Background: an optimization exercise with open tools, aiming at small area, a short achievable clock period and few clock cycles per item. Do not read the settings as production practice.
In this exercise RTL edits were held to simulation tests only and were not proved equivalent to the original.

main:
Design permutation_unrank_queen_check_core, start of the top module:
module permutation_unrank_queen_check_core (
  input  logic        clk,
  input  logic        rst,
  input  logic        cfg_wr_en,
  input  logic [3:0]  cfg_wr_data,
  input  logic        rank_in_valid,
  output logic        rank_in_ready,
  input  logic [15:0] rank_in_perm_rank,
  output logic        result_out_valid,
  input  logic        result_out_ready,
  output logic [23:0] result_out_placement,
  output logic        result_out_is_solution,
  output logic        result_out_rank_out_of_range
);
clock: 10.0 ns
lec_check: 0
abc_area: 1
cap_margin: 20
core_margin: 2
core_utilization: 40
slew_margin: 20
standard.sh (not shown) runs the stock make flow with config.mk's settings and CLKGATE_MAP_FILE= SYNTH_SCRIPT=/design/flow/synth_recipe.tcl, a recipe that flattens the netlist after the stock synthesis.
==> flow/flow/run.sh <==
#!/bin/bash
# Standard layout with two changes:
#  - synthesis leaves adders to ABC instead of the platform's half/full
#    adder cells (ADDER_MAP_FILE empty);
#  - the port buffers are buf_1 cells.
cd "$(dirname "$0")/.."
export ADDER_MAP_FILE=
export BUFFER_PORTS_ARGS="-buffer_cell sky130_fd_sc_hd__buf_1"
bash standard.sh > standard.log 2>&1
Testbench counts of main, summed over its fixed seeds: cycles 32,024, items 32,000.
Changes in the feature branch relative to main:
--- a/flow/design.v
+++ b/flow/design.v
@@ -21,32 +21,27 @@
     if (rst) rowv_q <= 7'h7f;
     else if (cfg_wr_en) begin
       for (int j = 1; j < 8; j++)
         rowv_q[j] <= cfg_wr_data[3] || (cfg_wr_data[2:0] > 3'(j));
     end
   end
   always_comb begin
     rowv = {rowv_q, 1'b1};
     for (int j = 0; j < 8; j++)
       sel[j] = rowv[j] && (j == 7 || !rowv[j+1]);
   end
-  logic        out_free;
   assign en            = !vld[2] || result_out_ready;
-  assign rank_in_ready = out_free || result_out_ready;
+  assign rank_in_ready = en;
   always_ff @(posedge clk) begin
     if (rst) vld <= 3'd0;
     else if (en) vld <= {vld[1:0], rank_in_valid};
-  end
-  always_ff @(posedge clk) begin
-    if (rst) out_free <= 1'b1;
-    else if (en) out_free <= !vld[1];
   end
   logic [15:0] r_q;
   logic        oor0_q;
   logic        oor_d;
   always_comb begin
     logic [15:0] r;
     r = rank_in_perm_rank;
     oor_d = (sel[0] && r >= 16'd1)    || (sel[1] && r >= 16'd2)    ||
             (sel[2] && r >= 16'd6)    || (sel[3] && r >= 16'd24)   ||
             (sel[4] && r >= 16'd120)  || (sel[5] && r >= 16'd720)  ||
             (sel[6] && r >= 16'd5040) || (sel[7] && r >= 16'd40320);
==> run summary <==
Status | main and the feature branch | clean. The feature branch -> main: instance area after placement flat. Diff main -> the feature branch: total detailed-routing wirelength went down by 8.4%, fraction of synthesized area in multiplexers was more or less identical, setup slack went down by 30 ps, number of sequential cells went down by 1.4%, cell area went down by about 0.3%. The feature branch vs main — routed via count divided by cell count dropped 0.13. Looking at master of the slowest instance on the critical path, the sky130_fd_sc_hd__buf_4 result is from the feature branch; the sky130_fd_sc_hd__nor2_1 one comes from main. main vs the feature branch, category of the most critical setup path: reg2reg vs in2out.
Testbench counts of the feature branch, summed over its fixed seeds: cycles 32,024, items 32,000.

---

## cedar
The RTL this note starts from:
==> flow/design.v <==
module permutation_unrank_queen_check_core (
  input  logic        clk,
  input  logic        rst,
  input  logic        cfg_wr_en,
  input  logic [3:0]  cfg_wr_data,
  input  logic        rank_in_valid,
  output logic        rank_in_ready,
  input  logic [15:0] rank_in_perm_rank,
  output logic        result_out_valid,
  input  logic        result_out_ready,
  output logic [23:0] result_out_placement,
  output logic        result_out_is_solution,
  output logic        result_out_rank_out_of_range
);
  logic [7:0]  sel;           
  logic [7:0]  rowv;          
  logic [2:0]  vld;
  logic        en;
  always_ff @(posedge clk) begin
    if (rst) sel <= 8'h80;
    else if (cfg_wr_en) begin
      if (cfg_wr_data[3] || cfg_wr_data[2:0] == 3'd0)
        sel <= cfg_wr_data[3] ? 8'h80 : 8'h01;
      else
        sel <= 8'h01 << (cfg_wr_data[2:0] - 3'd1);
    end
  end
  always_comb begin
    for (int j = 0; j < 8; j++) begin
      rowv[j] = 1'b0;
      for (int i = j; i < 8; i++) rowv[j] = rowv[j] | sel[i];
    end
  end
  logic        out_free;
  assign en            = !vld[2] || result_out_ready;
  assign rank_in_ready = out_free || result_out_ready;
  always_ff @(posedge clk) begin
    if (rst) vld <= 3'd0;
    else if (en) vld <= {vld[1:0], rank_in_valid};
  end
  always_ff @(posedge clk) begin
    if (rst) out_free <= 1'b1;
    else if (en) out_free <= !vld[1];
  end
  logic [2:0]  s_q;
  logic        y0_q;          
  logic [5:0]  a15_q;
  logic [6:0]  a9_q;
  logic [2:0]  d7_q;          
  logic        oor0_q;
  always_ff @(posedge clk) begin
    if (en) begin
      logic [15:0] r;
      logic [12:0] y;
      r = rank_in_perm_rank;
      y = r[15:3];
      s_q    <= r[2:0];
      y0_q   <= y[0];
      a15_q  <= 6'(y[3:0]) + 6'(y[7:4]) + 6'(y[11:8]) + 6'(y[12]);
      a9_q   <= 7'(y[5:0]) + 7'(y[11:6]) + 7'(y[12]);
      d7_q   <= 3'(r >= 16'd5040) + 3'(r >= 16'd10080) + 3'(r >= 16'd15120) +
                3'(r >= 16'd20160) + 3'(r >= 16'd25200) + 3'(r >= 16'd30240) +
                3'(r >= 16'd35280);
      oor0_q <= (sel[0] && r >= 16'd1)    || (sel[1] && r >= 16'd2)    ||
                (sel[2] && r >= 16'd6)    || (sel[3] && r >= 16'd24)   ||
                (sel[4] && r >= 16'd120)  || (sel[5] && r >= 16'd720)  ||
                (sel[6] && r >= 16'd5040) || (sel[7] && r >= 16'd40320);
    end
  end
  logic [16:0] dig_d;         
  logic [16:0] dig_q;
  logic        oor1_q;
  always_comb begin
    logic [4:0] b15; logic [3:0] m;
    logic [6:0] b9; logic [4:0] c9; logic [3:0] y9;
    logic [3:0] b7; logic [2:0] y7; 
    logic [1:0] mm3; logic [4:0] y24;
    logic [1:0] a, ap; logic [1:0] q4m3; logic q4m2;
    logic [4:0] t6; logic [2:0] d5, d6;
    b15 = 5'(a15_q[5:4]) + 5'(a15_q[3:0]);
    m = (b15 >= 5'd15) ? 4'(b15 - 5'd15) : b15[3:0];
    b9 = 7'(a9_q[5:0]) + 7'(a9_q[6]);
    c9 = 5'(b9[2:0]) + 5'd9 - 5'(b9[6:3]);
    y9 = (c9 >= 5'd9) ? 4'(c9 - 5'd9) : c9[3:0];
    b7 = 4'(b9[6:3]) + 4'(b9[2:0]);
    y7 = (b7 >= 4'd14) ? 3'(b7 - 4'd14) : (b7 >= 4'd7) ? 3'(b7 - 4'd7) : b7[2:0];
    case (m)
      4'd0, 4'd3, 4'd6, 4'd9, 4'd12: mm3 = 2'd0;
      4'd1, 4'd4, 4'd7, 4'd10, 4'd13: mm3 = 2'd1;
      default: mm3 = 2'd2;
    endcase
    dig_d[7:5] = (m >= 4'd12) ? 3'd4 : (m >= 4'd9) ? 3'd3 : (m >= 4'd6) ? 3'd2 :
                 (m >= 4'd3) ? 3'd1 : 3'd0;
    y24 = {mm3, s_q};         
    dig_d[0] = s_q[0];
    case (y24)
      5'd0, 5'd1, 5'd6, 5'd7, 5'd12, 5'd13, 5'd18, 5'd19: dig_d[2:1] = 2'd0;
      5'd2, 5'd3, 5'd8, 5'd9, 5'd14, 5'd15, 5'd20, 5'd21: dig_d[2:1] = 2'd1;
      default:                                            dig_d[2:1] = 2'd2;
    endcase
    dig_d[4:3] = (y24 >= 5'd18) ? 2'd3 : (y24 >= 5'd12) ? 2'd2 : (y24 >= 5'd6) ? 2'd1 : 2'd0;
    q4m2 = y0_q ^ m[0];
    a  = (y9 >= 4'd6) ? 2'd2 : (y9 >= 4'd3) ? 2'd1 : 2'd0;
    case (m)
      4'd0, 4'd1, 4'd2, 4'd9, 4'd10, 4'd11: ap = 2'd0;
      4'd3, 4'd4, 4'd5, 4'd12, 4'd13, 4'd14: ap = 2'd1;
      default: ap = 2'd2;
    endcase
    q4m3 = (ap == a) ? 2'd0 : (ap == 2'(a + 2'd1) || (a == 2'd2 && ap == 2'd0)) ? 2'd1 : 2'd2;
    case ({q4m3, q4m2})
      3'b000: d5 = 3'd0;
      3'b011: d5 = 3'd1;
      3'b100: d5 = 3'd2;
      3'b001: d5 = 3'd3;
      3'b010: d5 = 3'd4;
      default: d5 = 3'd5;
    endcase
    t6 = 5'(d5) + 5'(m) + 5'd7 - 5'(y7);
    d6 = (t6 >= 5'd21) ? 3'(t6 - 5'd21) : (t6 >= 5'd14) ? 3'(t6 - 5'd14) :
         (t6 >= 5'd7) ? 3'(t6 - 5'd7) : t6[2:0];
    dig_d[10:8]  = d5;
    dig_d[13:11] = d6;
    dig_d[16:14] = d7_q;
  end
  always_ff @(posedge clk) begin
    if (en) begin
      dig_q  <= dig_d;
      oor1_q <= oor0_q;
    end
  end
  logic [2:0]  dg [0:7];
  logic [7:0]  td [0:7];      
  logic [7:0]  tb [0:7];      
  logic [7:0]  oh [0:7];      
  logic [14:0] dup_a;        
  logic [14:0] dup_d;        
  logic [23:0] place;
  function automatic logic twice8(input logic [7:0] x);
    logic [3:0] s1, t1;
    logic [1:0] s2, t2;
    for (int i = 0; i < 4; i++) begin
      s1[i] = x[2*i] | x[2*i+1];
      t1[i] = x[2*i] & x[2*i+1];
    end
    for (int i = 0; i < 2; i++) begin
      s2[i] = s1[2*i] | s1[2*i+1];
      t2[i] = t1[2*i] | t1[2*i+1] | (s1[2*i] & s1[2*i+1]);
    end
    twice8 = t2[0] | t2[1] | (s2[0] & s2[1]);
  endfunction
  always_comb begin
    dg[0] = 3'd0;
    dg[1] = {2'd0, dig_q[0]};
    dg[2] = {1'b0, dig_q[2:1]};
    dg[3] = {1'b0, dig_q[4:3]};
    dg[4] = dig_q[7:5];
    dg[5] = dig_q[10:8];
    dg[6] = dig_q[13:11];
    dg[7] = dig_q[16:14];
    for (int k = 0; k < 8; k++)
      for (int t = 0; t < 8; t++)
        td[k][t] = (t <= k) && (dg[k] >= 3'(t));
    for (int b = 0; b < 8; b++) begin
      tb[b] = 8'd0;
      for (int k = 0; k < 8 - b; k++)
        if (sel[k+b]) tb[b] = tb[b] | td[k];
      tb[b][0] = 1'b1;
    end
    for (int b = 7; b >= 1; b--) begin
      for (int a = b - 1; a >= 0; a--) begin
        logic [7:0] nt;
        nt = tb[b];
        for (int t = 1; t < 8; t++)
          nt[t] = tb[b][t] | (tb[b][t-1] & !tb[a][t]);
        tb[b] = nt;
      end
    end
    for (int b = 0; b < 8; b++)
      for (int v = 0; v < 8; v++)
        oh[b][v] = rowv[b] && tb[b][v] && (v == 7 || !tb[b][v+1]);
    for (int m = 0; m < 15; m++) begin
      logic [7:0] xa, xd;
      xa = '0;
      xd = '0;
      for (int b = 0; b < 8; b++) begin
        if (m - b >= 0 && m - b < 8) xa[b] = oh[b][m-b];
        if (m - 7 + b >= 0 && m - 7 + b < 8) xd[b] = oh[b][m-7+b];
      end
      dup_a[m] = twice8(xa);
      dup_d[m] = twice8(xd);
    end
    place = '0;
    for (int b = 0; b < 8; b++) begin
      logic [2:0] pb;
      pb[2] = tb[b][4];
      pb[1] = (tb[b][2] && !tb[b][4]) || tb[b][6];
      pb[0] = (tb[b][1] && !tb[b][2]) || (tb[b][3] && !tb[b][4]) ||
              (tb[b][5] && !tb[b][6]) || tb[b][7];
      if (rowv[b] && !oor1_q) place[3*b +: 3] = pb;
    end
  end
  logic [23:0] out_place;
  logic [1:0]  out_ca;        
  logic [1:0]  out_cd;        
  logic        out_oor;
  always_ff @(posedge clk) begin
    if (en) begin
      out_place <= place;
      out_ca    <= {|dup_a[14:7], |dup_a[6:0]};
      out_cd    <= {|dup_d[14:7], |dup_d[6:0]};
      out_oor   <= oor1_q;
    end
  end
  assign result_out_valid             = vld[2];
  assign result_out_placement         = out_place;
  assign result_out_is_solution       = !out_oor && out_ca == 2'b00 && out_cd == 2'b00;
  assign result_out_rank_out_of_range = out_oor;
endmodule
export LEC_CHECK = 0
export ABC_AREA = 1
export CAP_MARGIN = 20
export CORE_MARGIN = 2
export CORE_UTILIZATION = 40
export SLEW_MARGIN = 20
create_clock -name core_clock -period 10.0 [get_ports {clk}]
Scripts as last shown in full above: flow/flow/run.sh
Testbench counts of cedar, summed over its fixed seeds: cycles 32,024, items 32,000.
The following lists how quartz was set up differently from cedar:
diff --git a/flow/design.v b/flow/design.v
--- a/flow/design.v
+++ b/flow/design.v
@@ -13,22 +13,20 @@
   output logic        result_out_rank_out_of_range
 );
+  logic [7:1]  rowv_q;        
+  logic [7:0]  rowv;          
   logic [7:0]  sel;           
-  logic [7:0]  rowv;          
   logic [2:0]  vld;
   logic        en;
   always_ff @(posedge clk) begin
-    if (rst) sel <= 8'h80;
+    if (rst) rowv_q <= 7'h7f;
     else if (cfg_wr_en) begin
-      if (cfg_wr_data[3] || cfg_wr_data[2:0] == 3'd0)
-        sel <= cfg_wr_data[3] ? 8'h80 : 8'h01;
-      else
-        sel <= 8'h01 << (cfg_wr_data[2:0] - 3'd1);
+      for (int j = 1; j < 8; j++)
+        rowv_q[j] <= cfg_wr_data[3] || (cfg_wr_data[2:0] > 3'(j));
     end
   end
   always_comb begin
-    for (int j = 0; j < 8; j++) begin
-      rowv[j] = 1'b0;
-      for (int i = j; i < 8; i++) rowv[j] = rowv[j] | sel[i];
-    end
+    rowv = {rowv_q, 1'b1};
+    for (int j = 0; j < 8; j++)
+      sel[j] = rowv[j] && (j == 7 || !rowv[j+1]);
   end
   logic        out_free;
@@ -47,4 +45,5 @@
   logic [5:0]  a15_q;
   logic [6:0]  a9_q;
+  logic [4:0]  a7_q;
   logic [2:0]  d7_q;          
   logic        oor0_q;
@@ -59,4 +58,5 @@
       a15_q  <= 6'(y[3:0]) + 6'(y[7:4]) + 6'(y[11:8]) + 6'(y[12]);
       a9_q   <= 7'(y[5:0]) + 7'(y[11:6]) + 7'(y[12]);
+      a7_q   <= 5'(y[2:0]) + 5'(y[5:3]) + 5'(y[8:6]) + 5'(y[11:9]) + 5'(y[12]);
       d7_q   <= 3'(r >= 16'd5040) + 3'(r >= 16'd10080) + 3'(r >= 16'd15120) +
                 3'(r >= 16'd20160) + 3'(r >= 16'd25200) + 3'(r >= 16'd30240) +
@@ -74,5 +74,5 @@
     logic [4:0] b15; logic [3:0] m;
     logic [6:0] b9; logic [4:0] c9; logic [3:0] y9;
-    logic [3:0] b7; logic [2:0] y7; 
+    logic [3:0] b7; logic [2:0] y7;
     logic [1:0] mm3; logic [4:0] y24;
     logic [1:0] a, ap; logic [1:0] q4m3; logic q4m2;
@@ -83,6 +83,6 @@
     c9 = 5'(b9[2:0]) + 5'd9 - 5'(b9[6:3]);
     y9 = (c9 >= 5'd9) ? 4'(c9 - 5'd9) : c9[3:0];
-    b7 = 4'(b9[6:3]) + 4'(b9[2:0]);
-    y7 = (b7 >= 4'd14) ? 3'(b7 - 4'd14) : (b7 >= 4'd7) ? 3'(b7 - 4'd7) : b7[2:0];
+    b7 = 4'(a7_q[4:3]) + 4'(a7_q[2:0]);
+    y7 = (b7 >= 4'd7) ? 3'(b7 - 4'd7) : b7[2:0];
     case (m)
       4'd0, 4'd3, 4'd6, 4'd9, 4'd12: mm3 = 2'd0;
@@ -201,12 +201,12 @@
   end
   logic [23:0] out_place;
-  logic [1:0]  out_ca;        
-  logic [1:0]  out_cd;        
+  logic        out_ca;        
+  logic        out_cd;        
   logic        out_oor;
   always_ff @(posedge clk) begin
     if (en) begin
       out_place <= place;
-      out_ca    <= {|dup_a[14:7], |dup_a[6:0]};
-      out_cd    <= {|dup_d[14:7], |dup_d[6:0]};
+      out_ca    <= |dup_a;
+      out_cd    <= |dup_d;
       out_oor   <= oor1_q;
     end
@@ -214,5 +214,5 @@
   assign result_out_valid             = vld[2];
   assign result_out_placement         = out_place;
-  assign result_out_is_solution       = !out_oor && out_ca == 2'b00 && out_cd == 2'b00;
+  assign result_out_is_solution       = !out_oor && !out_ca && !out_cd;
   assign result_out_rank_out_of_range = out_oor;
 endmodule
Notes after the runs:
- Looking at compound-cell area share of the yosys netlist, quartz sits 1.4 points below cedar.
- On quartz: die footprint is about 6% higher than what cedar gave.
- Looking at multi-input logic portion of the cell area, quartz sits 2.3 points above cedar.
- Compared with cedar, quartz shows vias per cell higher by 1.7%.
- Compared with cedar, quartz has less setup slack.
- The flow did not stop early for quartz: all stages ran, and the layout cleared the timing, design-rule and antenna checks.
- Via total after detailed routing: quartz higher than cedar
Testbench counts of quartz, summed over its fixed seeds: cycles 32,024, items 32,000.

static timing again, ports no longer ideal:
How much do the figures lean on ideal ports? The routed layouts below were timed once more, with nothing changed but the port constraints. Step 1 assumes that a clkbuf_16 drives the clock port and a buf_2 every other input. Step 2 adds t to the input delays and takes it off the output delays; t is the mean of the earliest and latest rising clock arrival at the registers after step 1. Input paths then give back, and output paths get back, about the clock's delay inside the block. a / b / c = ideal / step 1 / step 2; a / b = the first two.
run	shift t [ns]	setup WS [ns]	clock arrival spread, ns
main	0.395	4.972 / 4.972 / 4.972	0.010 / 0.010
the feature branch	0.386	4.942 / 4.916 / 4.916	0.008 / 0.008
cedar	0.390	5.534 / 5.505 / 5.505	0.014 / 0.014
quartz	0.395	5.436 / 5.436 / 5.436	0.011 / 0.011
After both steps every run listed still meets setup and hold. The setup slack of cedar, which loses most, moves by -0.029 ns with the drivers and by -0.029 ns with both steps.
